Source: an optimization exercise on an open RTL-to-GDS flow (aim: small area). Production flows keep margins and buffers that such runs may drop.
The RTL was checked by simulation tests, not by an equivalence proof against the original design.
Power figures rest on the tool's default switching activity, not on a simulated workload.

[flow/design.v]
package iot_pkg;
	localparam int BYTE_W = 8;    
	localparam int ITEM_W = 128;  
	localparam int CRC_W  = 3;    
	localparam int IDX_W  = 4;    
	typedef logic [BYTE_W-1:0] byte_t;
	typedef logic [ITEM_W-1:0] item_t;      
	typedef logic [CRC_W-1:0]  crc_t;
	typedef logic [IDX_W-1:0]  byte_idx_t;
	typedef enum logic [2:0] {
		fn_crc = 3'd3,  
		fn_max = 3'd4,  
		fn_min = 3'd5   
	} fn_e;
	localparam crc_t CRC_POLY = 3'b101;
endpackage
`timescale 1ns/1ps
`timescale 1ns/1ps
module crc3_unit (
	input  iot_pkg::crc_t  rem_in,   
	input  iot_pkg::byte_t byte_in,
	output iot_pkg::crc_t  rem_out,  
	output iot_pkg::crc_t  crc_out   
);
	function automatic iot_pkg::crc_t crc_step(iot_pkg::crc_t r, logic b);
		iot_pkg::crc_t nxt;
		nxt = {r[iot_pkg::CRC_W-2:0], b};
		if (r[iot_pkg::CRC_W-1])
			nxt = nxt ^ iot_pkg::CRC_POLY;  
		crc_step = nxt;
	endfunction
	always_comb begin
		rem_out = rem_in;
		for (int i = iot_pkg::BYTE_W - 1; i >= 0; i--)
			rem_out = crc_step(rem_out, byte_in[i]);
		crc_out = rem_out;
		for (int i = 0; i < iot_pkg::CRC_W; i++)
			crc_out = crc_step(crc_out, 1'b0);  
	end
endmodule
`timescale 1ns/1ps
module rank_unit (
	input  logic           clk,
	input  logic           min_mode,   
	input  logic           step_best,
	input  logic           step_second,
	input  logic           first_byte,  
	input  logic           first_item,  
	input  logic           second_item, 
	input  logic           in_en,
	input  iot_pkg::byte_t iot_in,
	input  iot_pkg::byte_t held_byte,   
	input  logic           use_held,
	input  logic           crc_mode,    
	input  iot_pkg::crc_t  crc_rem,     
	input  iot_pkg::crc_t  crc_res,     
	output iot_pkg::item_t best_q,
	output iot_pkg::item_t second_q
);
	iot_pkg::item_t best_n_q, second_n_q;
	assign best_q   = ~best_n_q;
	assign second_q = ~second_n_q;
	logic [1:0] cmp_best_q, cmp_second_q;
	logic [1:0] prev_best, prev_second, cmp_best, cmp_second;
	iot_pkg::byte_t top_best, top_second;
	iot_pkg::byte_t in_best, in_second;
	logic better_best, better_second;
	assign top_best   = best_q[iot_pkg::ITEM_W-1 -: iot_pkg::BYTE_W];
	assign top_second = second_q[iot_pkg::ITEM_W-1 -: iot_pkg::BYTE_W];
	always_comb begin
		if (min_mode) begin
			better_best   = (iot_in < top_best);
			better_second = (iot_in < top_second);
		end else begin
			better_best   = (iot_in > top_best);
			better_second = (iot_in > top_second);
		end
		prev_best   = first_byte ? 2'b00 : cmp_best_q;
		prev_second = second_item ? 2'b11 : (first_byte ? 2'b00 : cmp_second_q);
		cmp_best   = prev_best[1]   ? prev_best   : {iot_in != top_best,   better_best};
		cmp_second = prev_second[1] ? prev_second : {iot_in != top_second, better_second};
		if (use_held)
			in_best = held_byte;
		else if (!first_item && cmp_best == 2'b10)
			in_best = top_best;
		else
			in_best = iot_in;
		if (cmp_best == 2'b11)
			in_second = top_best;
		else if (cmp_second == 2'b10)
			in_second = top_second;
		else
			in_second = iot_in;
		if (crc_mode) begin
			in_best[iot_pkg::CRC_W-1:0]   = crc_rem;
			in_second[iot_pkg::CRC_W-1:0] = crc_res;
		end
	end
	always_ff @(posedge clk) begin
		if (in_en) begin
			cmp_best_q   <= cmp_best;
			cmp_second_q <= cmp_second;
		end
		if (step_best)
			best_n_q <= {best_n_q[iot_pkg::ITEM_W-iot_pkg::BYTE_W-1:0], ~in_best};
		if (step_second)
			second_n_q <= {second_n_q[iot_pkg::ITEM_W-iot_pkg::BYTE_W-1:0], ~in_second};
	end
endmodule
`timescale 1ns/1ps
module iot_filter (
	input  logic           clk,
	input  logic           rst,
	input  logic           in_en,
	input  iot_pkg::byte_t iot_in,
	input  logic [2:0]     fn_sel,
	output logic           busy,
	output logic           valid,
	output iot_pkg::item_t iot_out
);
	logic crc_mode, rank_mode, min_mode;
	assign crc_mode  = (fn_sel == iot_pkg::fn_crc);
	assign rank_mode = (fn_sel == iot_pkg::fn_max) || (fn_sel == iot_pkg::fn_min);
	assign min_mode  = (fn_sel == iot_pkg::fn_min);
	iot_pkg::byte_idx_t byte_cnt;   
	logic [2:0]         item_cnt;   
	logic [2:0]         phase_q;    
	logic first_byte, last_byte, last_item, start;
	assign first_byte = (byte_cnt == '0);
	assign last_byte  = (byte_cnt == '1);
	assign last_item  = (item_cnt == '1);
	assign start = in_en && last_byte && (crc_mode || (rank_mode && last_item));
	logic ph1, ph3, ph4, ph5;
	assign ph1 = phase_q[2] & ~phase_q[1];
	assign ph3 = phase_q[2] &  phase_q[0];
	assign ph4 = ~phase_q[2] & phase_q[1];
	assign ph5 = ~phase_q[1] & phase_q[0];
	always_ff @(posedge clk or posedge rst) begin
		if (rst) begin
			byte_cnt <= '0;
			item_cnt <= '0;
			phase_q  <= '0;
		end else begin
			if (in_en) begin
				byte_cnt <= byte_cnt + 1'b1;
				if (last_byte)
					item_cnt <= item_cnt + 1'b1;
			end
			phase_q <= {start | (~phase_q[0] & (phase_q[2] | phase_q[1])), phase_q[2], phase_q[1]};
		end
	end
	assign busy  = rank_mode & (phase_q[2] | phase_q[1]);
	assign valid = phase_q[0] & (phase_q[2] ? crc_mode : rank_mode);
	iot_pkg::byte_t held_q;
	logic use_held;
	always_ff @(posedge clk) begin
		if (ph1)
			held_q <= iot_in;
	end
	assign use_held = rank_mode & ph5 & (byte_cnt == iot_pkg::byte_idx_t'(1));
	iot_pkg::item_t best_q, second_q;
	iot_pkg::crc_t  crc_rem, crc_res;
	crc3_unit i_crc (
		.rem_in(first_byte ? '0 : best_q[iot_pkg::CRC_W-1:0]),
		.byte_in(iot_in),
		.rem_out(crc_rem),
		.crc_out(crc_res)
	);
	logic step_best, step_second, first_item, second_item;
	assign first_item  = (item_cnt == 3'd0);
	assign second_item = (item_cnt == 3'd1);
	assign step_best   = (in_en & ~(rank_mode & ph1)) | use_held;
	assign step_second = in_en & (crc_mode ? last_byte : ~first_item);
	rank_unit i_rank (
		.clk(clk), .min_mode(min_mode),
		.step_best(step_best), .step_second(step_second),
		.first_byte(first_byte), .first_item(first_item), .second_item(second_item),
		.in_en(in_en), .iot_in(iot_in), .held_byte(held_q), .use_held(use_held),
		.crc_mode(crc_mode), .crc_rem(crc_rem), .crc_res(crc_res),
		.best_q(best_q), .second_q(second_q)
	);
	logic sel_best, sel_second, sel_low;
	assign sel_best   = rank_mode & ph4;
	assign sel_second = rank_mode & ph5;
	assign sel_low    = sel_second | (crc_mode & ph3);
	assign iot_out[iot_pkg::ITEM_W-1:iot_pkg::CRC_W] =
		({(iot_pkg::ITEM_W-iot_pkg::CRC_W){sel_best}}   & best_q[iot_pkg::ITEM_W-1:iot_pkg::CRC_W]) |
		({(iot_pkg::ITEM_W-iot_pkg::CRC_W){sel_second}} & second_q[iot_pkg::ITEM_W-1:iot_pkg::CRC_W]);
	assign iot_out[iot_pkg::CRC_W-1:0] =
		({iot_pkg::CRC_W{sel_best}} & best_q[iot_pkg::CRC_W-1:0]) |
		({iot_pkg::CRC_W{sel_low}}  & second_q[iot_pkg::CRC_W-1:0]);
endmodule
[flow/run.sh]
#!/bin/bash
# synth_recipe.tcl (not shown) runs the flow's synth.tcl, then flattens the netlist and writes it again
# the make line also repeats each setting of config.mk as NAME=value (left out here)
make -C /OpenROAD-flow-scripts/flow DESIGN_CONFIG=/design/flow/config.mk WORK_HOME=/design/flow/orfs CLKGATE_MAP_FILE= SYNTH_SCRIPT=/design/flow/synth_recipe.tcl finish
[flow/config.mk]
export PLATFORM = sky130hd
export DESIGN_NAME = iot_filter
export DESIGN_NICKNAME = iot_filter
export VERILOG_FILES = /design/flow/design.v
export SDC_FILE = /design/flow/constraint.sdc
export NUM_CORES = 4
export LEC_CHECK = 0
export ABC_AREA = 1
export CAP_MARGIN = 20
export CORE_MARGIN = 2
export CORE_UTILIZATION = 70
export CTS_BUF_LIST = sky130_fd_sc_hd__clkbuf_4
export CTS_CLUSTER_SIZE = 20
export SLEW_MARGIN = 20
[flow/constraint.sdc]
create_clock -name core_clock -period 6.0 [get_ports {clk}]
set_input_delay 1.2000 -clock core_clock [delete_from_list [all_inputs] [get_ports {clk}]]
set_output_delay 1.2000 -clock core_clock [all_outputs]
set_load 0.01 [all_outputs]
==> results.yml, run 1 <==
outcome:
  run_status: "finished clean"
setup_path:
  highest_delay_cell_along_the_critical_path: "sky130_fd_sc_hd__clkdlybuf4s50_1"
  crit_required_ps: 4800
  worst_path_dominant_cell_family: "buffers and inverters"
  crit_type: "primary input to primary output"
  cell_by_cell_trace_of_the_critical_path: "clkdlybuf4s50_1 > inv_1 > nor2_1 > nand2_1 > nor2_1 > inv_4 > buf_4 > o22ai_1 > clkdlybuf4s50_1"
  worst_setup_path_end_kind: "primary output"
  worst-r2r-setup-slack_ps: 2720
  worst-path-max-fanout: 93
  critPathMaxStageDelay_ps: 590
  wp_data_arrival_ps: 4110
  cp-start-kind: "primary input"
  path_buf_inv: 5
pwr:
  p_seq_share_pct: 48.8
  cellInternalPower_uw: 3970
  p_sw_share_pct: 33.2
  power_per_cell_area_nw_per_um2: 446
  ir_drop_mv: 0.365
  static_leakage_uw: 0.00486
  p_switching_uw: 1980
  post-layout-total-power_uw: 5950
  power.share.clock_pct: 26.3
  combinationalPowerShare_pct: 24.8
job:
  maxCapViolations: 0
timing:
  fin_hold_ws_ps: 445
  finalClockSkew_ps: 56.7
  tightest_slew_ps: 1010
  finalCritPeriodShare_pct: 88.5
  finalCriticalPeriod_ps: 5310
  rsz_0062_raised_after_global_routing: "false"
  fin_setup_tns_ps: 0
  finalHoldViolCount: 0
  setup-violations-final: 0
  final_max_slew_viol_count: 0
  maxSlewHeadroom_pct: 32.5
  max_clock_freq_mhz: 188
detailed_routing:
  detail_route.wirelength_um: 29000
  detailedRoute.firstPassIterationCount: 5
  avgRoutedWirePerCell_um: 25.2
  drt-vias-per-instance: 6.57
  route.detailed.drc: 0
  routed_antenna_nets: 0
  num_vias: 7557
  initialDrtViolationCount: 1075
floorplan:
  die_h_um: 128
  num_io_pins: 144
  fp.dieArea_um2: 16500
  fp.dieW_um: 128
  initial_utilization_pct: 71.6
  core.rowCount: 45
  placeable_area_um2: 15100
yosys:
  synth-edff-count: 268
  ys.flop_type: "sky130_fd_sc_hd__edfxtp_1"
  synth.yosys.seq_area_share_pct: 76.5
  synth_area_um2: 10800
  syn_avg_cell_area_um2: 15.0
  synth_fp_nets: 762
  synth_cell_types: 32
  synth-seq-cells: 278
  synthCells: 725
  async_reset_ff_share_pct: 3.60
  synth-warning-count: 3
placement:
  place_hpwl_um: 17400
  io_buffers: 143
  routability_cong: 0.882
  placed_cell_area_um2: 12500
clock_tree:
  cts_hold_buffers: 0
  cts.sinks: 278
  cts_tree: "done"
  tritoncts.num_buffers: 69
  cts.reportedPaths.clkPinSlew_ps: 70
  post_cts_buffers: 0
  clockRootBuffer: "sky130_fd_sc_hd__clkbuf_4"
  max-clock-path-buffers: 3
  insertion_delay_ps: 670
  clock_tree.htree_level_count: 3
  post_cts_resize_count: 0
cells_and_area:
  area.growth.synth_to_final_pct: 23.1
  antenna_cells: 0
  finish.instance_area_um2: 13400
  final_layout_size_suffix_gt1_share_pct: 15.5
  num-nets-final: 950
global_routing:
  global_route.usage.total_pct: 35.6
  gr-total-overflow: 0
  number_of_antenna_violations_at_the_first_check_in_global_routing: 0
  grt_pass1_wl_um: 42700
  grt_start_max_net_pins: 94
  via_count_of_the_first_global_routing_pass: 7481
min_path:
  hold_class: "flop to flop"
-- synthesized netlist by cell type, types with 2 or more instances --
master | instances | area, um2
sky130_fd_sc_hd__edfxtp_1 | 268 | 8050
sky130_fd_sc_hd__o22ai_1 | 128 | 801
sky130_fd_sc_hd__nand2_1 | 74 | 278
sky130_fd_sc_hd__inv_1 | 39 | 146
sky130_fd_sc_hd__o21ai_0 | 31 | 155
sky130_fd_sc_hd__nand3_1 | 26 | 130
sky130_fd_sc_hd__clkbuf_1 | 25 | 93.8
sky130_fd_sc_hd__ha_1 | 23 | 288
sky130_fd_sc_hd__nor2_1 | 19 | 71.3
sky130_fd_sc_hd__nand2_2 | 15 | 93.8
sky130_fd_sc_hd__o211ai_1 | 12 | 90.1
sky130_fd_sc_hd__dfrtp_1 | 10 | 250
sky130_fd_sc_hd__a21oi_1 | 9 | 45.0
sky130_fd_sc_hd__buf_1 | 8 | 30.0
sky130_fd_sc_hd__nand3_2 | 7 | 70.1
sky130_fd_sc_hd__nand4_1 | 5 | 31.3
sky130_fd_sc_hd__xor2_1 | 5 | 43.8
sky130_fd_sc_hd__inv_2 | 4 | 15.0
sky130_fd_sc_hd__a31oi_1 | 2 | 12.5
sky130_fd_sc_hd__nand3b_1 | 2 | 15.0
sky130_fd_sc_hd__nor2_2 | 2 | 12.5
-- cells in the final DEF, fill, tap and decap left out, types with 5 or more instances in the layout --
| cell | instances |
|---|---|
| sky130_fd_sc_hd__o21ai_0 | 31 |
| sky130_fd_sc_hd__nand4_1 | 5 |
| sky130_fd_sc_hd__nand3_2 | 7 |
| sky130_fd_sc_hd__clkinv_1 | 15 |
| sky130_fd_sc_hd__buf_4 | 5 |
| sky130_fd_sc_hd__nand3_1 | 25 |
| sky130_fd_sc_hd__clkbuf_4 | 96 |
| sky130_fd_sc_hd__dfrtp_1 | 10 |
| sky130_fd_sc_hd__clkdlybuf4s50_1 | 143 |
| sky130_fd_sc_hd__ha_1 | 23 |
| sky130_fd_sc_hd__a21oi_1 | 8 |
| sky130_fd_sc_hd__xor2_1 | 5 |
| sky130_fd_sc_hd__o22ai_1 | 128 |
| sky130_fd_sc_hd__inv_2 | 7 |
| sky130_fd_sc_hd__nor2_1 | 19 |
| sky130_fd_sc_hd__nand2_1 | 74 |
| sky130_fd_sc_hd__inv_1 | 39 |
| sky130_fd_sc_hd__o211ai_1 | 12 |
| sky130_fd_sc_hd__nand2_2 | 15 |
| sky130_fd_sc_hd__edfxtp_1 | 268 |
-- path summary, 6_finish.rpt --
kind / start / to / depth (start not counted)
max: fn_sel[2] / iot_out[61] / 9
min: i_rank.second_n_q[32] / i_rank.second_n_q[40] / 0
max reg2reg: i_rank.best_n_q[121] / i_rank.second_n_q[1] / 15
min reg2reg: i_rank.second_n_q[32] / i_rank.second_n_q[40] / 0
max in group asynchronous: rst / phase_q[1] / 2
min in group asynchronous: rst / byte_cnt[2] / 2
-- metrics by stage --
stage,cells,utilization [%],setup WS (ps)
CTS,1150,88.2,727
detailed placement,1030,82.6,750
finish,1150,88.2,690
global route,1150,88.2,510
global placement,1030,82.6,1030
floorplan,725,-,453
-- kinds of logic (layout without fill, tap and decap cells) --
logic type,Yosys count,count (layout),share of synthesized area [%]
compound gates,185,185,10.4
xor+xnor,7,7,0.692
fa+ha+maj,23,23,2.65
buf+inv,76,313,2.63
flops,278,278,76.5
mux,1,1,0.104
simple gates,155,155,7.08
-- routing by layer --
metal	vias to the layer above	GRT usage (%)	part of all wire [%]
met5	-	0	0
met4	0	15.1	3.8
met3	97	10.3	11
met2	603	58.3	50
met1	3629	45.6	35
li1	3228	-	-
-- cell type report --
class | count | area, um2
flip-flops and latches | 278 | 8300
fillers | 609 | 1790
clock buffers | 96 | 721
repair buffers | 150 | 1510
inverters | 43 | 164
multi-input cells | 371 | 2300
clock inverters | 24 | 128
well taps | 188 | 235
-- flip-flops by register name (all words and copies together), names as in the netlist --
name,cells
item_cnt,3
i_rank.second_n_q,128
i_rank.cmp_second_q,2
held_q,8
i_rank.cmp_best_q,2
phase_q,3
i_rank.best_n_q,128
byte_cnt,4
-- power by group through the flow --
| stage | combinational [uW] | clock (uW) | sequential (uW) |
|---|---|---|---|
| finish | 1480 | 1570 | 2910 |
| global route | 1590 | 1670 | 2930 |
| CTS | 1460 | 1580 | 2890 |
| detailed placement | 1420 | 0 | 2910 |
| global placement | 1360 | 0 | 2890 |
| floorplan | 913 | 0 | 2810 |
==> run 2, diff against run 1 <==
--- a/flow/config.mk
+++ b/flow/config.mk
@@ -11,4 +11,2 @@
 export CORE_UTILIZATION = 70
-export CTS_BUF_LIST = sky130_fd_sc_hd__clkbuf_4
-export CTS_CLUSTER_SIZE = 20
 export SLEW_MARGIN = 20
==> run 2 against run 1 <==
Sequential power is essentially flat. Utilization grew 0.27 points. Combinational power is essentially flat. Clock-buffer cell count shrank 66. Clock skew shrank 39 ps. Largest cell class unchanged.
==> results.yml, run 2 <==
outcome:
  run_status: "finished clean"
pwr:
  ir_drop_mv: 0.361
  post-layout-total-power_uw: 6130
  power_per_cell_area_nw_per_um2: 458
  static_leakage_uw: 0.00478
setup_path:
  crit_required_ps: 4800
  wp_data_arrival_ps: 4140
  crit_type: "primary input to primary output"
  cp-start-kind: "primary input"
  worst-path-max-fanout: 93
  worst_setup_path_end_kind: "primary output"
clock_tree:
  post_cts_buffers: 0
  cts.sinks: 278
  cts_hold_buffers: 0
  clock_tree.htree_level_count: 1
  insertion_delay_ps: 530
  post_cts_resize_count: 0
  cts.reportedPaths.clkPinSlew_ps: 60
  tritoncts.num_buffers: 27
  cts_tree: "done"
  max-clock-path-buffers: 3
  clockRootBuffer: "sky130_fd_sc_hd__clkbuf_16"
yosys:
  ys.flop_type: "sky130_fd_sc_hd__edfxtp_1"
  synth-edff-count: 268
  synth-seq-cells: 278
  synth_top_area_share_pct: 74.2
  synthCells: 725
  synth_fp_nets: 762
  post_synth_main_area_contributors: "sky130_fd_sc_hd__edfxtp_1 74%, sky130_fd_sc_hd__o22ai_1 7.4%, sky130_fd_sc_hd__ha_1 2.7%, sky130_fd_sc_hd__nand2_1 2.6%, sky130_fd_sc_hd__dfrtp_1 2.3%"
  async_reset_ff_share_pct: 3.60
  synth-warning-count: 3
  cell_with_the_most_instances_after_synthesis: "sky130_fd_sc_hd__edfxtp_1"
  synth_cell_types: 32
  synth_area_um2: 10800
  synth.cells.most_frequent: "268 x sky130_fd_sc_hd__edfxtp_1, 128 x sky130_fd_sc_hd__o22ai_1, 74 x sky130_fd_sc_hd__nand2_1"
  syn_avg_cell_area_um2: 15.0
  synth.yosys.seq_area_share_pct: 76.5
  post_synthesis_cell_type_with_the_largest_combined_area: "sky130_fd_sc_hd__edfxtp_1"
timing:
  finalCriticalPeriod_ps: 5340
  finalCritPeriodShare_pct: 88.9
  finalHoldViolCount: 0
  setup-violations-final: 0
  fin_hold_ws_ps: 445
  final_critical_path_setup_slack_ps: 663
  rsz_0062_raised_after_global_routing: "false"
  tightest_slew_ps: 1040
  max_clock_freq_mhz: 187
  fin_setup_tns_ps: 0
  finalClockSkew_ps: 17.2
  final_max_slew_viol_count: 0
  maxSlewHeadroom_pct: 30.9
detailed_routing:
  route.detailed.drc: 0
  detailedRoute.firstPassIterationCount: 5
  detail_route.wirelength_um: 29000
  avgRoutedWirePerCell_um: 26.8
  initialDrtViolationCount: 883
  routed_antenna_nets: 0
  drt-vias-per-instance: 6.74
  num_vias: 7271
cells_and_area:
  area.growth.synth_to_final_pct: 23.4
  layout.cells.most_common: "sky130_fd_sc_hd__edfxtp_1"
  final_layout_size_suffix_gt1_share_pct: 9.43
  mostFrequentLayoutCells: "268 x sky130_fd_sc_hd__edfxtp_1, 143 x sky130_fd_sc_hd__clkdlybuf4s50_1, 128 x sky130_fd_sc_hd__o22ai_1"
  top_regs: "i_rank.best_n_q (128), i_rank.second_n_q (128), held_q (8)"
  antenna_cells: 0
  fillcell_total: 604
  num-nets-final: 908
global_routing:
  global_route.usage.total_pct: 35.3
  grt_pass1_wl_um: 42700
  gr-total-overflow: 0
  number_of_antenna_violations_at_the_first_check_in_global_routing: 0
  via_count_of_the_first_global_routing_pass: 7210
  grt_start_max_net_pins: 94
floorplan:
  fp.dieW_um: 128
  die_h_um: 128
  fp.dieArea_um2: 16500
  placeable_area_um2: 15100
  core.rowCount: 45
  num_io_pins: 144
  initial_utilization_pct: 71.6
job:
  maxCapViolations: 0
placement:
  routability_cong: 0.882
  io_buffers: 143
  place_hpwl_um: 17400
  pre_cts_slack_ps: 750
min_path:
  hold_class: "flop to flop"
-- run 2: cell counts after synthesis --
Identical to the previous run, type by type.
-- run 2: cell type report --
class	count	area [um2]	area share, %
multi-input cells	371	2300	17.2
flip-flops and latches	278	8300	62.0
clock inverters	19	203	1.51
clock buffers	30	687	5.13
well taps	188	235	1.76
repair buffers	150	1510	11.3
inverters	43	164	1.22
-- run 2: where the power goes --
| part | switching, uW | leakage [uW] | internal [uW] |
|---|---|---|---|
| logic | 936 | 0.00165 | 562 |
| registers | 283 | 0.00271 | 2630 |
| clock network | 723 | 0.000427 | 998 |
| total | 1940 | 0.00478 | 4190 |
-- run 2: cells by family (layout without fill, tap and decap cells) --
| kind of cell | count (synthesis) | count (layout) | share of synthesized area (%) |
|---|---|---|---|
| mux | 1 | 1 | 0.104 |
| simple gates | 155 | 155 | 7.08 |
| buf+inv | 76 | 242 | 2.63 |
| fa+ha+maj | 23 | 23 | 2.65 |
| xor+xnor | 7 | 7 | 0.692 |
| flops | 278 | 278 | 76.5 |
| compound gates | 185 | 185 | 10.4 |
-- run 2: metal layers --
layer	GRT usage [%]	vias to the layer above	wire length (um)
met5	0	-	0
met4	15.5	0	1420
met3	7.78	107	2990
met2	58.1	565	14200
met1	46.4	3493	10400
li1	-	3106	-
-- run 2: worst paths after layout --
check,start,end,slack [ps],cells past startpoint
max,fn_sel[2],iot_out[55],660,9
min,i_rank.best_n_q[72],i_rank.best_n_q[80],450,0
max reg2reg,i_rank.best_n_q[121],i_rank.second_n_q[1],2760,15
min reg2reg,i_rank.best_n_q[72],i_rank.best_n_q[80],450,0
max in group asynchronous,rst,phase_q[2],4750,2
min in group asynchronous,rst,byte_cnt[2],960,2
-- run 2: through the flow --
| stage | instances | cell area (um2) | utilization (%) |
|---|---|---|---|
| 2_1_floorplan | 725 | 10900 | - |
| 3_3_place_gp | 1030 | 12500 | 82.6 |
| 3_5_place_dp | 1030 | 12500 | 82.6 |
| 4_1_cts | 1079 | 13400 | 88.4 |
| 5_1_grt | 1079 | 13400 | 88.4 |
| 6_report | 1079 | 13400 | 88.4 |
-- run 2: worst max-delay path: stages --
cell and delay (ps):
sky130_fd_sc_hd__clkdlybuf4s50_1 460, sky130_fd_sc_hd__inv_1 50, sky130_fd_sc_hd__nor2_1 310, sky130_fd_sc_hd__nand2_1 140, sky130_fd_sc_hd__nor2_1 310, sky130_fd_sc_hd__inv_4 370
sky130_fd_sc_hd__buf_4 390, sky130_fd_sc_hd__o22ai_1 190, sky130_fd_sc_hd__clkdlybuf4s50_1 620
==> run 3, diff against run 2 <==
==> flow/flow/run.sh (new file) <==
#!/bin/bash
# The standard layout (standard.sh), with every port buffered by the smallest
# buffer, sky130_fd_sc_hd__buf_1, instead of the one buffer_ports picks itself.
set -euo pipefail
bash standard.sh "BUFFER_PORTS_ARGS=-buffer_cell sky130_fd_sc_hd__buf_1" finish > make_finish.log 2>&1
==> flow/standard.sh (new file) <==
#!/bin/bash
# synth_recipe.tcl (not shown) runs the flow's synth.tcl, then flattens the netlist and writes it again
# the make line also repeats each setting of config.mk as NAME=value (left out here)
make -C /OpenROAD-flow-scripts/flow DESIGN_CONFIG=/design/flow/config.mk WORK_HOME=/design/flow/orfs CLKGATE_MAP_FILE= SYNTH_SCRIPT=/design/flow/synth_recipe.tcl "${@:-finish}"
--- a/flow/config.mk
+++ b/flow/config.mk
@@ -11,2 +11,4 @@
 export CORE_UTILIZATION = 70
+export CTS_BUF_LIST = sky130_fd_sc_hd__clkbuf_4
+export CTS_CLUSTER_SIZE = 20
 export SLEW_MARGIN = 20
removed: flow/run.sh
==> run 3 against run 2 <==
First-iteration DRC count shrank 15%. Still clean. Synthesized cell count unchanged. Clock-buffer cell count is 70 higher. Hold slack got worse by 29 ps.
==> results.yml, run 3 <==
clock_tree:
  max-clock-path-buffers: 3
  cts.sinks: 278
  cts_hold_buffers: 0
  clock_tree.htree_level_count: 3
  post_cts_buffers: 0
  tritoncts.num_buffers: 69
  insertion_delay_ps: 660
  post_cts_resize_count: 0
  cts.reportedPaths.clkPinSlew_ps: 70
  cts_tree: "done"
  clockRootBuffer: "sky130_fd_sc_hd__clkbuf_4"
setup_path:
  crit_type: "primary input to primary output"
  r2r_start: "i_rank.best_n_q[121]"
  critPathMaxStageDelay_ps: 440
  worst-path-max-fanout: 80
  cp-start-kind: "primary input"
  timing.reg2reg.worst_path_depth: 15
  cell_by_cell_trace_of_the_critical_path: "buf_1 > inv_1 > nor2_1 > nand2_1 > nor2_1 > inv_4 > buf_4 > o22ai_1 > buf_1"
  worst-r2r-setup-slack_ps: 2910
  worst_setup_path_end_kind: "primary output"
  critical_path.reg2reg.endpoint: "i_rank.second_n_q[1]"
  crit_required_ps: 4800
  highest_delay_cell_along_the_critical_path: "sky130_fd_sc_hd__buf_4"
  wp_data_arrival_ps: 3420
  cp-endpoint: "iot_out[38]"
  startpoint: "fn_sel[2]"
timing:
  finalCriticalPeriod_ps: 4620
  rsz_0062_raised_after_global_routing: "false"
  maxSlewHeadroom_pct: 39.1
  finalClockSkew_ps: 48.9
  setup-violations-final: 0
  finalCritPeriodShare_pct: 77.1
  fin_setup_tns_ps: 0
  max_clock_freq_mhz: 216
  tightest_slew_ps: 914
  finalHoldViolCount: 0
  final_max_slew_viol_count: 0
floorplan:
  num_io_pins: 144
  initial_utilization_pct: 71.6
  die_h_um: 128
  core.rowCount: 45
  placeable_area_um2: 15100
  fp.dieW_um: 128
  fp.dieArea_um2: 16500
yosys:
  synth_cell_types: 32
  synth_fp_nets: 762
  synth-warning-count: 3
  synth.yosys.seq_area_share_pct: 76.5
  synthCells: 725
  synth_top_area_share_pct: 74.2
  synth.cells.most_frequent: "268 x sky130_fd_sc_hd__edfxtp_1, 128 x sky130_fd_sc_hd__o22ai_1, 74 x sky130_fd_sc_hd__nand2_1"
  cell_with_the_most_instances_after_synthesis: "sky130_fd_sc_hd__edfxtp_1"
  synth-edff-count: 268
  ys.flop_type: "sky130_fd_sc_hd__edfxtp_1"
  syn_avg_cell_area_um2: 15.0
  post_synth_main_area_contributors: "sky130_fd_sc_hd__edfxtp_1 74%, sky130_fd_sc_hd__o22ai_1 7.4%, sky130_fd_sc_hd__ha_1 2.7%, sky130_fd_sc_hd__nand2_1 2.6%, sky130_fd_sc_hd__dfrtp_1 2.3%"
  synth_area_um2: 10800
  synth-seq-cells: 278
  post_synthesis_cell_type_with_the_largest_combined_area: "sky130_fd_sc_hd__edfxtp_1"
  async_reset_ff_share_pct: 3.60
cells_and_area:
  num-nets-final: 952
  layout.cells.most_common: "sky130_fd_sc_hd__edfxtp_1"
  area.growth.synth_to_final_pct: 16.0
  mostFrequentLayoutCells: "268 x sky130_fd_sc_hd__edfxtp_1, 143 x sky130_fd_sc_hd__buf_1, 128 x sky130_fd_sc_hd__o22ai_1"
  final_layout_size_suffix_gt1_share_pct: 16.3
  top_regs: "i_rank.best_n_q (128), i_rank.second_n_q (128), held_q (8)"
  layout.cells.non_filler: 1152
global_routing:
  number_of_antenna_violations_at_the_first_check_in_global_routing: 1
  grt_pass1_wl_um: 37700
  via_count_of_the_first_global_routing_pass: 7117
  gr-total-overflow: 0
  grt_start_max_net_pins: 81
  global_route.usage.total_pct: 30.7
placement:
  io_buffers: 143
  place_hpwl_um: 15600
  place_inst: 1031
  routability_cong: 0.929
pwr:
  p_sw_share_pct: 32.3
  static_leakage_uw: 0.00460
  p_seq_share_pct: 48.9
  power.share.clock_pct: 28.8
  combinationalPowerShare_pct: 22.3
  p_switching_uw: 1900
  power_per_cell_area_nw_per_um2: 466
  ir_drop_mv: 0.329
  cellInternalPower_uw: 3960
min_path:
  hold_class: "flop to flop"
  holdPathStages: 0
detailed_routing:
  num_vias: 7253
  avgRoutedWirePerCell_um: 21.7
  routed_antenna_nets: 0
  drt-vias-per-instance: 6.30
  detailedRoute.firstPassIterationCount: 5
  route.detailed.drc: 0
  initialDrtViolationCount: 752
  detail_route.wirelength_um: 25000
outcome:
  run_status: "finished clean"
job:
  maxCapViolations: 0
-- run 3: logic make-up after synthesis --
group | count (synthesis) | share of synthesized area (%)
and+or+nand+nor | 155 | 7.08
xor gates and xnor gates | 7 | 0.692
muxes | 1 | 0.104
DFF | 278 | 76.5
AOI/OAI and AO/OA | 185 | 10.4
buffers and inverters | 76 | 2.63
adders and majority gates | 23 | 2.65
-- run 3: power groups by stage --
stage	Clock (uW)	Sequential [uW]	Combinational [uW]
floorplan	0	2810	913
global placement	0	2870	1190
detailed placement	0	2890	1260
CTS	1710	2860	1280
global route	1810	2900	1430
finish	1690	2870	1310
-- run 3: worst min-delay path by stage --
| stage | start | to | slack, ps |
|---|---|---|---|
| floorplan | phase_q[1] | phase_q[0] | 420 |
| global placement | i_rank.second_n_q[75] | i_rank.second_n_q[83] | 430 |
| detailed placement | i_rank.best_n_q[70] | i_rank.best_n_q[78] | 430 |
| CTS | i_rank.best_n_q[110] | i_rank.best_n_q[118] | 430 |
| global route | i_rank.second_n_q[61] | i_rank.second_n_q[69] | 430 |
| finish | i_rank.best_n_q[67] | i_rank.best_n_q[75] | 420 |
-- run 3: area by class of cell --
class | instances | area, um2
Antenna cell | 1 | 2.50
Clock buffer | 100 | 751
Clock inverter | 19 | 196
Tap cell | 188 | 235
Timing Repair Buffer | 152 | 637
Multi-Input combinational cell | 371 | 2300
Inverter | 43 | 164
Fill cell | 768 | 2560
Sequential cell | 278 | 8300
-- run 3: layer usage --
layer	wire length, um	track usage (%)	vias to the layer above
met4	586	12.1	0
li1	-	-	3233
met5	0	0	-
met1	9770	41.8	3544
met3	2460	7.73	56
met2	12200	49.1	420
-- run 3: through the flow --
stage / hold WS (ps) / area, um2 / worst slack [ps] / total power (uW) / util (%)
4_1_cts: 431 / 12600 / 1490 / 5860 / 82.9
6_report: 416 / 12600 / 1380 / 5860 / 83.1
3_5_place_dp: 434 / 11600 / 1500 / 4160 / 76.6
3_3_place_gp: 431 / 11600 / 1600 / 4060 / 76.6
5_1_grt: 430 / 12600 / 1240 / 6140 / 83.1
2_1_floorplan: 415 / 10900 / 453 / 3720 / -
-- run 3: worst max-delay path, delay by kind of cell --
family / cells / cell delay, ps
buffers and inverters: 5 / 1100
and+or+nand+nor: 3 / 730
AOI/OAI and AO/OA: 1 / 290
==> run 4, diff against run 3 <==
==> flow/flow/run.sh (replaced) <==
#!/bin/bash
# The standard layout (standard.sh), with two changes:
# every port is buffered by the smallest buffer, sky130_fd_sc_hd__buf_1, instead of the
# one buffer_ports picks itself; and clock tree synthesis uses larger sink clusters and
# inserts no dummy loads.
set -euo pipefail
bash standard.sh \
  "BUFFER_PORTS_ARGS=-buffer_cell sky130_fd_sc_hd__buf_1" \
  "CTS_ARGS=-sink_clustering_enable -repair_clock_nets -dont_use_dummy_load -buf_list sky130_fd_sc_hd__clkbuf_16 -sink_clustering_size 30 -sink_clustering_max_diameter 100" \
  finish > make_finish.log 2>&1
--- a/flow/config.mk
+++ b/flow/config.mk
@@ -11,4 +11,2 @@
 export CORE_UTILIZATION = 70
-export CTS_BUF_LIST = sky130_fd_sc_hd__clkbuf_4
-export CTS_CLUSTER_SIZE = 20
 export SLEW_MARGIN = 20
==> run 4 against run 3 <==
Clock power down 46%. Via count down 7.3%. Largest cell class unchanged. Still clean. Critical path type unchanged. Combinational power about the same.
==> results.yml, run 4 <==
global_routing:
  via_count_of_the_first_global_routing_pass: 6381
  grt_pass1_wl_um: 35200
  global_route.usage.total_pct: 28.4
  number_of_antenna_violations_at_the_first_check_in_global_routing: 0
  grt_start_max_net_pins: 81
  gr-total-overflow: 0
timing:
  finalClockSkew_ps: 33.5
  max_clock_freq_mhz: 216
  rsz_0062_raised_after_global_routing: "false"
  tightest_slew_ps: 890
  fin_hold_ws_ps: 424
  finalHoldViolCount: 0
  finalCriticalPeriod_ps: 4620
  fin_setup_tns_ps: 0
  maxSlewHeadroom_pct: 40.7
  setup-violations-final: 0
  final_max_slew_viol_count: 0
  finalCritPeriodShare_pct: 77.0
cells_and_area:
  num-nets-final: 896
  layout.cells.most_common: "sky130_fd_sc_hd__edfxtp_1"
  antenna_cells: 0
  fillcell_total: 837
  final_layout_size_suffix_gt1_share_pct: 6.88
  top_regs: "i_rank.best_n_q (128), i_rank.second_n_q (128), held_q (8)"
  mostFrequentLayoutCells: "268 x sky130_fd_sc_hd__edfxtp_1, 143 x sky130_fd_sc_hd__buf_1, 128 x sky130_fd_sc_hd__o22ai_1"
  finish.instance_area_um2: 12000
  area.growth.synth_to_final_pct: 10.2
yosys:
  synth_simple_gate_area_share_pct: 7.08
  synth-edff-count: 268
  synth_area_um2: 10800
  synth_fp_nets: 762
  synth.cells.most_frequent: "268 x sky130_fd_sc_hd__edfxtp_1, 128 x sky130_fd_sc_hd__o22ai_1, 74 x sky130_fd_sc_hd__nand2_1"
  synthCells: 725
  ys.flop_type: "sky130_fd_sc_hd__edfxtp_1"
  post_synth_main_area_contributors: "sky130_fd_sc_hd__edfxtp_1 74%, sky130_fd_sc_hd__o22ai_1 7.4%, sky130_fd_sc_hd__ha_1 2.7%, sky130_fd_sc_hd__nand2_1 2.6%, sky130_fd_sc_hd__dfrtp_1 2.3%"
  syn_avg_cell_area_um2: 15.0
  synthMuxAreaShare_pct: 0.104
  synth-warning-count: 3
  synth-seq-cells: 278
  synth_xor_area_share_pct: 0.692
  async_reset_ff_share_pct: 3.60
  synth.yosys.seq_area_share_pct: 76.5
  post_synthesis_cell_type_with_the_largest_combined_area: "sky130_fd_sc_hd__edfxtp_1"
  main_combinational_cell_family_by_area_after_synthesis: "compound AO/OA/AOI/OAI gates"
  cell_with_the_most_instances_after_synthesis: "sky130_fd_sc_hd__edfxtp_1"
  synth_cell_types: 32
  synth_compound_area_share_pct: 10.4
  synthAdderAreaFrac_pct: 2.65
  synth_top_area_share_pct: 74.2
clock_tree:
  post_cts_buffers: 0
  tritoncts.num_buffers: 13
  cts.sinks: 278
  cts_hold_buffers: 0
  clock_tree.htree_level_count: 1
  clockRootBuffer: "sky130_fd_sc_hd__clkbuf_16"
  post_cts_resize_count: 0
  max-clock-path-buffers: 3
  cts_tree: "done"
  cts.reportedPaths.clkPinSlew_ps: 110
  insertion_delay_ps: 480
floorplan:
  fp.dieArea_um2: 16500
  num_io_pins: 144
  core.rowCount: 45
  placeable_area_um2: 15100
  initial_utilization_pct: 71.6
  fp.dieW_um: 128
  die_h_um: 128
setup_path:
  timing.reg2reg.worst_path_depth: 15
  cp-start-kind: "primary input"
  critPathMaxStageDelay_ps: 430
  crit_type: "primary input to primary output"
  worst-path-max-fanout: 80
  path_buf_inv: 5
  worst_setup_path_end_kind: "primary output"
  wp_data_arrival_ps: 3420
  highest_delay_cell_along_the_critical_path: "sky130_fd_sc_hd__buf_4"
  worst_path_dominant_cell_family: "buffers and inverters"
  crit_required_ps: 4800
  cell_by_cell_trace_of_the_critical_path: "buf_1 > inv_1 > nor2_1 > nand2_1 > nor2_1 > inv_4 > buf_4 > o22ai_1 > buf_1"
  crit_cells: 9
detailed_routing:
  route.detailed.drc: 0
  detailedRoute.firstPassIterationCount: 6
  num_vias: 6720
  drt-vias-per-instance: 6.43
  avgRoutedWirePerCell_um: 22.6
  detail_route.wirelength_um: 23600
  routed_antenna_nets: 0
  initialDrtViolationCount: 786
job:
  maxCapViolations: 0
min_path:
  hold_class: "flop to flop"
  holdPathStages: 0
placement:
  placed_cell_area_um2: 11600
  routability_cong: 0.929
  place_hpwl_um: 15600
  io_buffers: 143
pwr:
  static_leakage_uw: 0.00420
  power_per_cell_area_nw_per_um2: 424
  ir_drop_mv: 0.318
outcome:
  run_status: "finished clean"
run 4: cell counts after synthesis:
No cell type changed its count.
run 4: area by class of cell:
class / count / area (um2) / area share [%]
Tap cell: 188 / 235 / 1.97
Sequential cell: 278 / 8300 / 69.4
Clock buffer: 13 / 325 / 2.72
Timing Repair Buffer: 152 / 637 / 5.33
Multi-Input combinational cell: 371 / 2300 / 19.2
Inverter: 43 / 164 / 1.37
run 4: kinds of logic after synthesis:
| family | count (synthesis) |
|---|---|
| AO/OA/AOI/OAI | 185 |
| XOR/XNOR | 7 |
| adder cells (fa/ha/maj) | 23 |
| buffers and inverters | 76 |
| flip-flops | 278 |
| multiplexers | 1 |
| AND/OR/NAND/NOR | 155 |
run 4: metal layers:
layer	vias up	routed length (um)	GRT usage [%]
li1	3058	-	-
met1	3321	9810	41.5
met2	317	11400	46.6
met3	24	1960	4.82
met4	0	404	5.95
met5	-	0	0
run 4: path summary, 6_finish.rpt:
check,to,startpoint,slack (ps)
setup / recovery,iot_out[38],fn_sel[2],1380
hold / removal,i_rank.second_n_q[23],i_rank.second_n_q[15],420
setup reg to reg,i_rank.second_n_q[1],i_rank.best_n_q[121],2900
hold reg to reg,i_rank.second_n_q[23],i_rank.second_n_q[15],420
max in group asynchronous,byte_cnt[0],rst,5030
min in group asynchronous,item_cnt[0],rst,670
run 4: metrics by stage:
| stage | utilization [%] | worst slack, ps | std cells | power, uW |
|---|---|---|---|---|
| 6_report | 78.9 | 1380 | 1045 | 5070 |
| 5_1_grt | 78.9 | 1270 | 1045 | 5310 |
| 4_1_cts | 78.8 | 1490 | 1044 | 5060 |
| 3_5_place_dp | 76.6 | 1500 | 1031 | 4160 |
| 3_3_place_gp | 76.6 | 1600 | 1031 | 4060 |
| 2_1_floorplan | - | 453 | 725 | 3720 |
run 4: power breakdown:
group | switching, uW | internal, uW
logic | 893 | 398
registers | 241 | 2620
clock network | 527 | 393
run 4: worst register-to-register path: cells and delay by family, from the launching register on:
family / cells / cell delay, ps
and+or+nand+nor: 7 / 920
adders and majority gates: 1 / 340
buffers and inverters: 2 / 230
AOI/OAI and AO/OA: 5 / 780
DFF: 1 / 500
==> run 5, diff against run 4 <==
--- a/flow/flow/run.sh
+++ b/flow/flow/run.sh
@@ -8,3 +8,3 @@
   "BUFFER_PORTS_ARGS=-buffer_cell sky130_fd_sc_hd__buf_1" \
-  "CTS_ARGS=-sink_clustering_enable -repair_clock_nets -dont_use_dummy_load -buf_list sky130_fd_sc_hd__clkbuf_16 -sink_clustering_size 30 -sink_clustering_max_diameter 100" \
+  "CTS_ARGS=-sink_clustering_enable -repair_clock_nets -dont_use_dummy_load -buf_list sky130_fd_sc_hd__clkbuf_8 -sink_clustering_size 15 -sink_clustering_max_diameter 60" \
   finish > make_finish.log 2>&1
--- a/flow/config.mk
+++ b/flow/config.mk
@@ -10,3 +10,3 @@
 export CORE_MARGIN = 2
-export CORE_UTILIZATION = 70
+export CORE_UTILIZATION = 85
 export SLEW_MARGIN = 20
==> run 5 against run 4 <==
Maximum frequency decreased by 2.7%. Via count increased by 19%. Register-to-register slack got worse by 560 ps. Cell area decreased by 0.63%. Setup slack got worse by 130 ps. Routed wire length increased by 35%. Non-clock buffer count decreased by 2. Sequential power increased by 3%. Area after synthesis unchanged. Clock-buffer cell count increased by 9. Critical path type unchanged.
==> results.yml, run 5 <==
timing:
  fin_setup_tns_ps: 0
  rsz_0062_raised_after_global_routing: "false"
  tightest_slew_ps: 943
  setup-violations-final: 0
  max_clock_freq_mhz: 211
  maxSlewHeadroom_pct: 37.1
  final_max_slew_viol_count: 0
  finalClockSkew_ps: 30.6
  finalCritPeriodShare_pct: 79.1
  finalHoldViolCount: 0
  finalCriticalPeriod_ps: 4750
placement:
  routability_cong: 0.918
  io_buffers: 143
  place_hpwl_um: 19400
pwr:
  cellInternalPower_uw: 3350
  power_per_cell_area_nw_per_um2: 442
  p_seq_share_pct: 56.0
  combinationalPowerShare_pct: 26.8
  ir_drop_mv: 0.320
  post-layout-total-power_uw: 5250
  power.share.clock_pct: 17.2
  p_switching_uw: 1900
  p_sw_share_pct: 36.2
  static_leakage_uw: 0.00418
setup_path:
  crit_type: "primary input to primary output"
  worst_setup_path_end_kind: "primary output"
  worst-path-max-fanout: 63
  crit_cells: 7
  crit_required_ps: 4800
  critical_path.reg2reg.endpoint: "i_rank.second_n_q[2]"
  timing.reg2reg.worst_path_depth: 17
  worst-r2r-setup-slack_ps: 2340
  highest_delay_cell_along_the_critical_path: "sky130_fd_sc_hd__nand3_4"
  r2r_start: "i_rank.best_n_q[121]"
  crit_path_frequent_cell: "sky130_fd_sc_hd__buf_1"
  cell_by_cell_trace_of_the_critical_path: "buf_1 > inv_1 > nor2_1 > nand3_4 > buf_4 > o22ai_1 > buf_1"
  critPathMaxStageDelay_ps: 690
  worst_path_dominant_cell_family: "simple AND/OR/NAND/NOR gates"
  path_buf_inv: 4
  wp_data_arrival_ps: 3550
  cp-start-kind: "primary input"
yosys:
  synth_cell_types: 32
  synth_fp_nets: 762
  cell_with_the_most_instances_after_synthesis: "sky130_fd_sc_hd__edfxtp_1"
  synth-warning-count: 3
  synth_area_um2: 10800
  post_synthesis_cell_type_with_the_largest_combined_area: "sky130_fd_sc_hd__edfxtp_1"
  post_synth_main_area_contributors: "sky130_fd_sc_hd__edfxtp_1 74%, sky130_fd_sc_hd__o22ai_1 7.4%, sky130_fd_sc_hd__ha_1 2.7%, sky130_fd_sc_hd__nand2_1 2.6%, sky130_fd_sc_hd__dfrtp_1 2.3%"
  synth-seq-cells: 278
  synth.cells.most_frequent: "268 x sky130_fd_sc_hd__edfxtp_1, 128 x sky130_fd_sc_hd__o22ai_1, 74 x sky130_fd_sc_hd__nand2_1"
  synth-edff-count: 268
  synth.yosys.seq_area_share_pct: 76.5
  ys.flop_type: "sky130_fd_sc_hd__edfxtp_1"
  synthCells: 725
  syn_avg_cell_area_um2: 15.0
  async_reset_ff_share_pct: 3.60
  synth_top_area_share_pct: 74.2
clock_tree:
  post_cts_resize_count: 0
  cts_hold_buffers: 0
  insertion_delay_ps: 540
  clock_tree.htree_level_count: 1
  cts.sinks: 278
  cts.reportedPaths.clkPinSlew_ps: 100
  max-clock-path-buffers: 3
  clockRootBuffer: "sky130_fd_sc_hd__clkbuf_8"
  post_cts_buffers: 0
  tritoncts.num_buffers: 22
  cts_tree: "done"
min_path:
  min_from: "i_rank.best_n_q[65]"
  hold_class: "flop to flop"
  holdPathStages: 0
  worst_hold_path.endpoint: "i_rank.best_n_q[73]"
outcome:
  run_status: "finished clean"
detailed_routing:
  num_vias: 7976
  detailedRoute.firstPassIterationCount: 7
  initialDrtViolationCount: 1769
  avgRoutedWirePerCell_um: 30.8
  route.detailed.drc: 0
  drt-vias-per-instance: 7.69
  routed_antenna_nets: 0
  detail_route.wirelength_um: 31900
cells_and_area:
  final_layout_size_suffix_gt1_share_pct: 7.64
  area.growth.synth_to_final_pct: 9.51
  top_regs: "i_rank.best_n_q (128), i_rank.second_n_q (128), held_q (8)"
  layout.cells.most_common: "sky130_fd_sc_hd__edfxtp_1"
  num-nets-final: 903
  mostFrequentLayoutCells: "268 x sky130_fd_sc_hd__edfxtp_1, 143 x sky130_fd_sc_hd__buf_1, 128 x sky130_fd_sc_hd__o22ai_1"
global_routing:
  grt_pass1_wl_um: 46100
  grt_start_max_net_pins: 71
  grtUsageMet2_pct: 75.6
  grt_most_used_layer: "met2"
  gr-total-overflow: 0
  grt.met1_usage_pct: 58.4
  global_route.usage.total_pct: 47.6
  number_of_antenna_violations_at_the_first_check_in_global_routing: 2
  global_routing_usage_on_met3_pct: 14.5
  via_count_of_the_first_global_routing_pass: 7566
floorplan:
  num_io_pins: 144
  placeable_area_um2: 12500
  core.rowCount: 41
  fp.dieW_um: 117
  fp.dieArea_um2: 13700
  initial_utilization_pct: 86.7
  die_h_um: 117
job:
  maxCapViolations: 0
[run 5: cell counts after synthesis]
Identical to the previous run, type by type.
[run 5: layout make-up]
cell class	count	area [um2]
flip-flops and latches	278	8300
inverters	43	164
fillers	304	636
multi-input cells	371	2300
diodes	1	2.50
repair buffers	150	602
well taps	172	215
clock buffers	22	303
[run 5: stage by stage]
| step | cells | area (um2) | hold WS [ps] | util, % | setup WS [ps] |
|---|---|---|---|---|---|
| after global routing | 1036 | 11900 | 467 | 94.9 | 1140 |
| after CTS | 1036 | 11900 | 455 | 94.9 | 1330 |
| final | 1037 | 11900 | 442 | 94.9 | 1250 |
| after detailed placement | 1014 | 11600 | 433 | 92.5 | 1360 |
| after floorplan | 725 | 10900 | 415 | - | 453 |
| after global placement | 1014 | 11600 | 429 | 92.5 | 1420 |
[run 5: kinds of logic (layout without fill, tap and decap cells)]
group                    after synthesis  count (layout)  synth area share [%]
multiplexers                           1               1                 0.104
AND/OR/NAND/NOR                      155             155                  7.08
AO/OA/AOI/OAI                        185             185                  10.4
XOR/XNOR                               7               7                 0.692
flip-flops                           278             278                  76.5
other                                  0               1                     0
adder cells (fa/ha/maj)               23              23                  2.65
buffers and inverters                 76             215                  2.63
[run 5: power by group through the flow]
| stage | registers [uW] | clock network, uW | logic [uW] |
|---|---|---|---|
| final | 2940 | 903 | 1410 |
| after global routing | 2960 | 941 | 1480 |
| after CTS | 2910 | 885 | 1350 |
| after detailed placement | 2930 | 0 | 1290 |
| after global placement | 2880 | 0 | 1180 |
| after floorplan | 2810 | 0 | 913 |
[run 5: worst max path at each step]
| stage | startpoint | endpoint |
|---|---|---|
| floorplan | in_en | i_rank.second_n_q[0] |
| global placement | fn_sel[2] | iot_out[5] |
| detailed placement | fn_sel[2] | iot_out[5] |
| CTS | fn_sel[2] | iot_out[126] |
| global route | fn_sel[2] | iot_out[126] |
| finish | fn_sel[2] | iot_out[126] |
[run 5: routing by layer]
metal	up-vias	wire, um	part of all wire [%]
met2	1005	15000	47
met3	263	4880	15
met5	-	13	0.041
met4	2	2700	8.5
li1	3067	-	-
met1	3639	9340	29
[run 5: worst reg2reg max path, cell delays in order (launching register included)]
cell                       delay (ps)
sky130_fd_sc_hd__edfxtp_1         510
sky130_fd_sc_hd__ha_1             370
sky130_fd_sc_hd__inv_1             80
sky130_fd_sc_hd__nor2_1            50
sky130_fd_sc_hd__o21ai_0          230
sky130_fd_sc_hd__nand2_1          110
sky130_fd_sc_hd__nand2_1           70
sky130_fd_sc_hd__nand3_1           90
sky130_fd_sc_hd__o21ai_0           90
sky130_fd_sc_hd__o21ai_0          110
sky130_fd_sc_hd__nand2_1           70
sky130_fd_sc_hd__nand2_1           90
sky130_fd_sc_hd__nor2_1           700
sky130_fd_sc_hd__inv_1            210
sky130_fd_sc_hd__o211ai_1         170
sky130_fd_sc_hd__o21ai_0          230
sky130_fd_sc_hd__nand2_1          130
sky130_fd_sc_hd__nand2_1           80
==> run 6, diff against run 5 <==
--- a/flow/config.mk
+++ b/flow/config.mk
@@ -10,3 +10,3 @@
 export CORE_MARGIN = 2
-export CORE_UTILIZATION = 85
+export CORE_UTILIZATION = 70
 export SLEW_MARGIN = 20
==> run 6 against run 5 <==
Still clean on timing, DRC and antenna. Non-clock buffer count is 2 higher. Flip-flop and latch count stayed put. Cell area is 0.56% higher. Via count is 15% lower. Setup slack better by 140 ps. Clock power is 2% lower. Cell count is 1.7% higher. Routed wire length is 26% lower. Total power is 4.2% lower. Die area is 21% higher. First-iteration DRC count is 62% lower. Global-route usage is 19 points lower. Largest cell class unchanged.
==> results.yml, run 6 <==
outcome:
  run_status: "finished clean"
cells_and_area:
  fillcell_total: 844
  antenna_cells: 0
  final_layout_size_suffix_gt1_share_pct: 7.96
  area.growth.synth_to_final_pct: 10.1
  top_regs: "i_rank.best_n_q (128), i_rank.second_n_q (128), held_q (8)"
  mostFrequentLayoutCells: "268 x sky130_fd_sc_hd__edfxtp_1, 143 x sky130_fd_sc_hd__buf_1, 128 x sky130_fd_sc_hd__o22ai_1"
  num-nets-final: 906
  layout.cells.non_filler: 1055
  layout.cells.most_common: "sky130_fd_sc_hd__edfxtp_1"
yosys:
  synth-edff-count: 268
  ys.flop_type: "sky130_fd_sc_hd__edfxtp_1"
  synth.cells.most_frequent: "268 x sky130_fd_sc_hd__edfxtp_1, 128 x sky130_fd_sc_hd__o22ai_1, 74 x sky130_fd_sc_hd__nand2_1"
  syn_avg_cell_area_um2: 15.0
  synthCells: 725
  synth-warning-count: 3
  post_synthesis_cell_type_with_the_largest_combined_area: "sky130_fd_sc_hd__edfxtp_1"
  async_reset_ff_share_pct: 3.60
  synth_cell_types: 32
  synth.yosys.seq_area_share_pct: 76.5
  post_synth_main_area_contributors: "sky130_fd_sc_hd__edfxtp_1 74%, sky130_fd_sc_hd__o22ai_1 7.4%, sky130_fd_sc_hd__ha_1 2.7%, sky130_fd_sc_hd__nand2_1 2.6%, sky130_fd_sc_hd__dfrtp_1 2.3%"
  synth-seq-cells: 278
  synth_top_area_share_pct: 74.2
  cell_with_the_most_instances_after_synthesis: "sky130_fd_sc_hd__edfxtp_1"
  synth_fp_nets: 762
  synth_area_um2: 10800
detailed_routing:
  detail_route.wirelength_um: 23700
  detailedRoute.firstPassIterationCount: 5
  initialDrtViolationCount: 677
  drt-vias-per-instance: 6.42
  route.detailed.drc: 0
  num_vias: 6771
  routed_antenna_nets: 0
  avgRoutedWirePerCell_um: 22.4
placement:
  place_inst: 1031
  pre_cts_slack_ps: 1500
  place_hpwl_um: 15600
  io_buffers: 143
  routability_cong: 0.929
clock_tree:
  max-clock-path-buffers: 3
  cts.reportedPaths.clkPinSlew_ps: 90
  clockRootBuffer: "sky130_fd_sc_hd__clkbuf_8"
  clock_tree.htree_level_count: 1
  post_cts_resize_count: 0
  post_cts_buffers: 0
  cts.sinks: 278
  insertion_delay_ps: 550
  cts_tree: "done"
  cts_hold_buffers: 0
  tritoncts.num_buffers: 23
floorplan:
  initial_utilization_pct: 71.6
  core.rowCount: 45
  num_io_pins: 144
  die_h_um: 128
  placeable_area_um2: 15100
  fp.dieW_um: 128
  fp.dieArea_um2: 16500
setup_path:
  worst-r2r-setup-slack_ps: 2930
  critPathMaxStageDelay_ps: 430
  r2r_start: "i_rank.best_n_q[121]"
  highest_delay_cell_along_the_critical_path: "sky130_fd_sc_hd__buf_4"
  path_buf_inv: 5
  worst-path-max-fanout: 80
  crit_type: "primary input to primary output"
  wp_data_arrival_ps: 3410
  worst_path_dominant_cell_family: "buffers and inverters"
  critical_path.reg2reg.endpoint: "i_rank.second_n_q[2]"
  cell_by_cell_trace_of_the_critical_path: "buf_1 > inv_1 > nor2_1 > nand2_1 > nor2_1 > inv_4 > buf_4 > o22ai_1 > buf_1"
  crit_cells: 9
  worst_setup_path_end_kind: "primary output"
  cp-start-kind: "primary input"
  timing.reg2reg.worst_path_depth: 17
  crit_required_ps: 4800
  cp-endpoint: "iot_out[38]"
  startpoint: "fn_sel[2]"
timing:
  finalHoldViolCount: 0
  finalCriticalPeriod_ps: 4610
  fin_setup_tns_ps: 0
  max_clock_freq_mhz: 217
  rsz_0062_raised_after_global_routing: "false"
  setup-violations-final: 0
  finalClockSkew_ps: 43.6
  final_critical_path_setup_slack_ps: 1390
  tightest_slew_ps: 889
  maxSlewHeadroom_pct: 40.8
  final_max_slew_viol_count: 0
  finalCritPeriodShare_pct: 76.8
pwr:
  static_leakage_uw: 0.00420
  power_per_cell_area_nw_per_um2: 421
  post-layout-total-power_uw: 5030
  ir_drop_mv: 0.256
global_routing:
  number_of_antenna_violations_at_the_first_check_in_global_routing: 0
  gr-total-overflow: 0
  grt_pass1_wl_um: 35400
  global_route.usage.total_pct: 28.6
  via_count_of_the_first_global_routing_pass: 6512
  grt_start_max_net_pins: 81
job:
  maxCapViolations: 0
min_path:
  hold_class: "flop to flop"
  holdPathStages: 0
[run 6: cell counts after synthesis]
Identical to the previous run, type by type.
[run 6: per-stage QoR]
stage | hold WS [ps] | utilization (%) | instance area (um2)
final | 428 | 78.9 | 11900
after global routing | 443 | 78.9 | 11900
after CTS | 436 | 78.7 | 11900
after detailed placement | 434 | 76.6 | 11600
after global placement | 431 | 76.6 | 11600
after floorplan | 415 | - | 10900
[run 6: logic make-up after synthesis]
| logic type | count (synthesis) | synth area share [%] |
|---|---|---|
| DFF | 278 | 76.5 |
| AOI/OAI and AO/OA | 185 | 10.4 |
| and+or+nand+nor | 155 | 7.08 |
| buffers and inverters | 76 | 2.63 |
| adders and majority gates | 23 | 2.65 |
| xor gates and xnor gates | 7 | 0.692 |
| muxes | 1 | 0.104 |
[run 6: cell type report]
cell class	count	area, um2	share of cell area (%)
multi-input cells	371	2300	19.2
repair buffers	152	637	5.33
well taps	188	235	1.97
clock buffers	23	317	2.65
flip-flops and latches	278	8300	69.5
inverters	43	164	1.37
[run 6: routing by layer]
layer,GRT usage (%),routed length [um],up-vias
li1,-,-,3070
met1,41.0,9810,3337
met2,47.1,11400,328
met3,5.03,2020,36
met4,6.91,401,0
met5,0,0,-
[run 6: how the worst min path moves through the flow]
stage                          start               endpoint  slack (ps)
2_1_floorplan             phase_q[1]             phase_q[0]         420
3_3_place_gp   i_rank.second_n_q[75]  i_rank.second_n_q[83]         430
3_5_place_dp     i_rank.best_n_q[70]    i_rank.best_n_q[78]         430
4_1_cts         i_rank.second_n_q[2]  i_rank.second_n_q[10]         440
5_1_grt         i_rank.second_n_q[2]  i_rank.second_n_q[10]         440
6_report        i_rank.second_n_q[2]  i_rank.second_n_q[10]         430
[run 6: where the power goes]
group / internal [uW] / total (uW) / switching, uW
clock: 344 / 886 / 542
combinational: 398 / 1290 / 892
sequential: 2620 / 2860 / 239
==> run 7, diff against run 6 <==
--- a/flow/flow/run.sh
+++ b/flow/flow/run.sh
@@ -8,3 +8,3 @@
   "BUFFER_PORTS_ARGS=-buffer_cell sky130_fd_sc_hd__buf_1" \
-  "CTS_ARGS=-sink_clustering_enable -repair_clock_nets -dont_use_dummy_load -buf_list sky130_fd_sc_hd__clkbuf_8 -sink_clustering_size 15 -sink_clustering_max_diameter 60" \
+  "CTS_ARGS=-sink_clustering_enable -repair_clock_nets -dont_use_dummy_load -buf_list sky130_fd_sc_hd__clkbuf_8 -sink_clustering_size 18 -sink_clustering_max_diameter 70" \
   finish > make_finish.log 2>&1
==> run 7 against run 6 <==
Still clean. Cell area shrank 0.46%. Area after synthesis unchanged. Routed wire length decreased by 0.88%. Largest cell class unchanged. Largest power group unchanged.
==> results.yml, run 7 <==
outcome:
  run_status: "finished clean"
timing:
  maxSlewHeadroom_pct: 40.5
  finalCritPeriodShare_pct: 75.6
  tightest_slew_ps: 892
  finalClockSkew_ps: 28.8
  rsz_0062_raised_after_global_routing: "false"
  max_clock_freq_mhz: 221
  fin_setup_tns_ps: 0
  finalHoldViolCount: 0
  setup-violations-final: 0
  finalCriticalPeriod_ps: 4530
  final_max_slew_viol_count: 0
job:
  maxCapViolations: 0
floorplan:
  fp.dieArea_um2: 16500
  die_h_um: 128
  placeable_area_um2: 15100
  fp.dieW_um: 128
  initial_utilization_pct: 71.6
  num_io_pins: 144
  core.rowCount: 45
cells_and_area:
  antenna_cells: 0
  multi_input_comb_area_um2: 2300
  layout.cells.non_filler: 1051
  layout.cells.most_common: "sky130_fd_sc_hd__edfxtp_1"
  num-nets-final: 902
  area.growth.synth_to_final_pct: 9.62
  fillcell_total: 845
  mostFrequentLayoutCells: "268 x sky130_fd_sc_hd__edfxtp_1, 143 x sky130_fd_sc_hd__buf_1, 128 x sky130_fd_sc_hd__o22ai_1"
  top_regs: "i_rank.best_n_q (128), i_rank.second_n_q (128), held_q (8)"
  final_layout_size_suffix_gt1_share_pct: 7.53
  seq_area_um2: 8300
detailed_routing:
  route.detailed.drc: 0
  detailedRoute.firstPassIterationCount: 6
  num_vias: 6739
  detail_route.wirelength_um: 23500
  avgRoutedWirePerCell_um: 22.3
  drt-vias-per-instance: 6.41
  routed_antenna_nets: 0
  initialDrtViolationCount: 675
setup_path:
  cp-start-kind: "primary input"
  critPathMaxStageDelay_ps: 420
  worst_setup_path_end_kind: "primary output"
  crit_required_ps: 4800
  crit_cells: 9
  highest_delay_cell_along_the_critical_path: "sky130_fd_sc_hd__buf_4"
  r2r_start: "i_rank.best_n_q[121]"
  wp_data_arrival_ps: 3330
  crit_type: "primary input to primary output"
  worst-path-max-fanout: 80
  cell_by_cell_trace_of_the_critical_path: "buf_1 > inv_1 > nor2_1 > nand2_1 > nor2_1 > inv_4 > buf_4 > o22ai_1 > buf_1"
  startpoint: "fn_sel[2]"
  worst_path_dominant_cell_family: "buffers and inverters"
  timing.reg2reg.worst_path_depth: 15
  path_buf_inv: 5
global_routing:
  via_count_of_the_first_global_routing_pass: 6451
  grt.met1_usage_pct: 40.7
  global_routing_usage_on_met3_pct: 5.03
  grt_pass1_wl_um: 35200
  grtUsageMet2_pct: 47.2
  global_route.usage.total_pct: 28.4
  gr-total-overflow: 0
  number_of_antenna_violations_at_the_first_check_in_global_routing: 0
  grt_most_used_layer: "met2"
  grt_start_max_net_pins: 81
yosys:
  post_synthesis_cell_type_with_the_largest_combined_area: "sky130_fd_sc_hd__edfxtp_1"
  synth-seq-cells: 278
  synth_area_um2: 10800
  ys.flop_type: "sky130_fd_sc_hd__edfxtp_1"
  async_reset_ff_share_pct: 3.60
  synth-warning-count: 3
  synth_cell_types: 32
  synth.yosys.seq_area_share_pct: 76.5
  synthCells: 725
  syn_avg_cell_area_um2: 15.0
  synth_top_area_share_pct: 74.2
  cell_with_the_most_instances_after_synthesis: "sky130_fd_sc_hd__edfxtp_1"
  synth_fp_nets: 762
  synth-edff-count: 268
  synth.cells.most_frequent: "268 x sky130_fd_sc_hd__edfxtp_1, 128 x sky130_fd_sc_hd__o22ai_1, 74 x sky130_fd_sc_hd__nand2_1"
  post_synth_main_area_contributors: "sky130_fd_sc_hd__edfxtp_1 74%, sky130_fd_sc_hd__o22ai_1 7.4%, sky130_fd_sc_hd__ha_1 2.7%, sky130_fd_sc_hd__nand2_1 2.6%, sky130_fd_sc_hd__dfrtp_1 2.3%"
clock_tree:
  cts.reportedPaths.clkPinSlew_ps: 100
  cts_tree: "done"
  post_cts_resize_count: 0
  tritoncts.num_buffers: 19
  insertion_delay_ps: 510
  clock_tree.htree_level_count: 1
  cts.sinks: 278
  max-clock-path-buffers: 3
  clockRootBuffer: "sky130_fd_sc_hd__clkbuf_8"
  post_cts_buffers: 0
  cts_hold_buffers: 0
min_path:
  holdPathStages: 0
  hold_class: "flop to flop"
  min_from: "i_rank.best_n_q[108]"
pwr:
  ir_drop_mv: 0.266
  static_leakage_uw: 0.00417
  power_per_cell_area_nw_per_um2: 416
placement:
  routability_cong: 0.929
  place_hpwl_um: 15600
  place_inst: 1031
  io_buffers: 143
==> run 7: cell types whose count changed in the layout (fill, tap and decap cells not counted), sizes merged <==
cell    before  now
clkbuf      23   19
==> run 7: power by group <==
part           internal, uW  total [uW]  switching, uW
combinational           398        1290            889
clock                   287         807            520
sequential             2620        2860            241
total                  3300        4950           1650
==> run 7: layout make-up <==
| class | instances | share of cell area (%) |
|---|---|---|
| flip-flops and latches | 278 | 69.8 |
| inverters | 43 | 1.38 |
| well taps | 188 | 1.98 |
| multi-input cells | 371 | 19.3 |
| clock buffers | 19 | 2.20 |
| repair buffers | 152 | 5.36 |
==> run 7: kinds of logic (layout without fill, tap and decap cells) <==
| logic type | after synthesis | count (layout) | share of synthesized area, % |
|---|---|---|---|
| xor+xnor | 7 | 7 | 0.692 |
| compound gates | 185 | 185 | 10.4 |
| buf+inv | 76 | 214 | 2.63 |
| fa+ha+maj | 23 | 23 | 2.65 |
| flops | 278 | 278 | 76.5 |
| mux | 1 | 1 | 0.104 |
| simple gates | 155 | 155 | 7.08 |
==> run 7: per-layer routing <==
metal | routed length, um | vias to the layer above
met1 | 9720 | 3324
li1 | - | 3067
met3 | 1870 | 32
met4 | 376 | 0
met5 | 0 | -
met2 | 11500 | 316
==> run 7: path summary, 6_finish.rpt <==
| path | endpoint | slack [ps] |
|---|---|---|
| min | i_rank.best_n_q[116] | 430 |
| min reg2reg | i_rank.best_n_q[116] | 430 |
| max | iot_out[38] | 1470 |
| max in group asynchronous | phase_q[1] | 5110 |
| min in group asynchronous | byte_cnt[1] | 620 |
| max reg2reg | i_rank.second_n_q[1] | 2930 |
==> run 7: metrics by stage <==
| stage | util, % | instance area (um2) | total power (uW) | setup WS, ps | hold slack [ps] |
|---|---|---|---|---|---|
| after detailed placement | 76.6 | 11600 | 4160 | 1500 | 434 |
| after global routing | 78.5 | 11900 | 5190 | 1300 | 441 |
| after global placement | 76.6 | 11600 | 4060 | 1600 | 431 |
| final | 78.5 | 11900 | 4950 | 1470 | 428 |
| after floorplan | - | 10900 | 3720 | 453 | 415 |
| after CTS | 78.3 | 11900 | 4960 | 1490 | 425 |

afterwards: timing with drivers on the ports:
In the flow no input, the clock included, has a driving cell. The finished layouts below were timed again as built, in two steps.
Step 1, drivers: a clkbuf_16 drives clk and a buf_2 each remaining input, both assumed.
Step 2, shift: input delay + t, output delay - t, t = (earliest + latest rising clock arrival at the registers) / 2. This alone moves slack from input paths to output paths.
Slacks: ideal ports / drivers / drivers and shift; pairs: ideal ports / drivers.
| run | shift t [ns] | setup WS [ns] | clock arrival spread, ns | worst data-port slew with drivers (ns) | pins driven straight from the clock port |
|---|---|---|---|---|---|
| run 1 | 0.678 | 0.690 / 0.667 / 0.667 | 0.056 / 0.056 | 0.04 | 1 |
| run 2 | 0.564 | 0.663 / 0.639 / 0.639 | 0.018 / 0.018 | 0.04 | 1 |
| run 3 | 0.681 | 1.377 / 1.349 / 1.349 | 0.069 / 0.070 | 0.05 | 1 |
| run 4 | 0.506 | 1.381 / 1.351 / 1.351 | 0.036 / 0.035 | 0.04 | 1 |
| run 5 | 0.561 | 1.253 / 1.225 / 1.129 | 0.031 / 0.031 | 0.04 | 1 |
| run 6 | 0.568 | 1.392 / 1.364 / 1.364 | 0.044 / 0.043 | 0.05 | 1 |
| run 7 | 0.538 | 1.466 / 1.438 / 1.438 | 0.030 / 0.029 | 0.05 | 1 |
After both steps setup and hold are still met in every run listed. For run 5, which loses most, drivers alone change the setup slack by -0.028 ns; drivers and shift together by -0.124 ns.
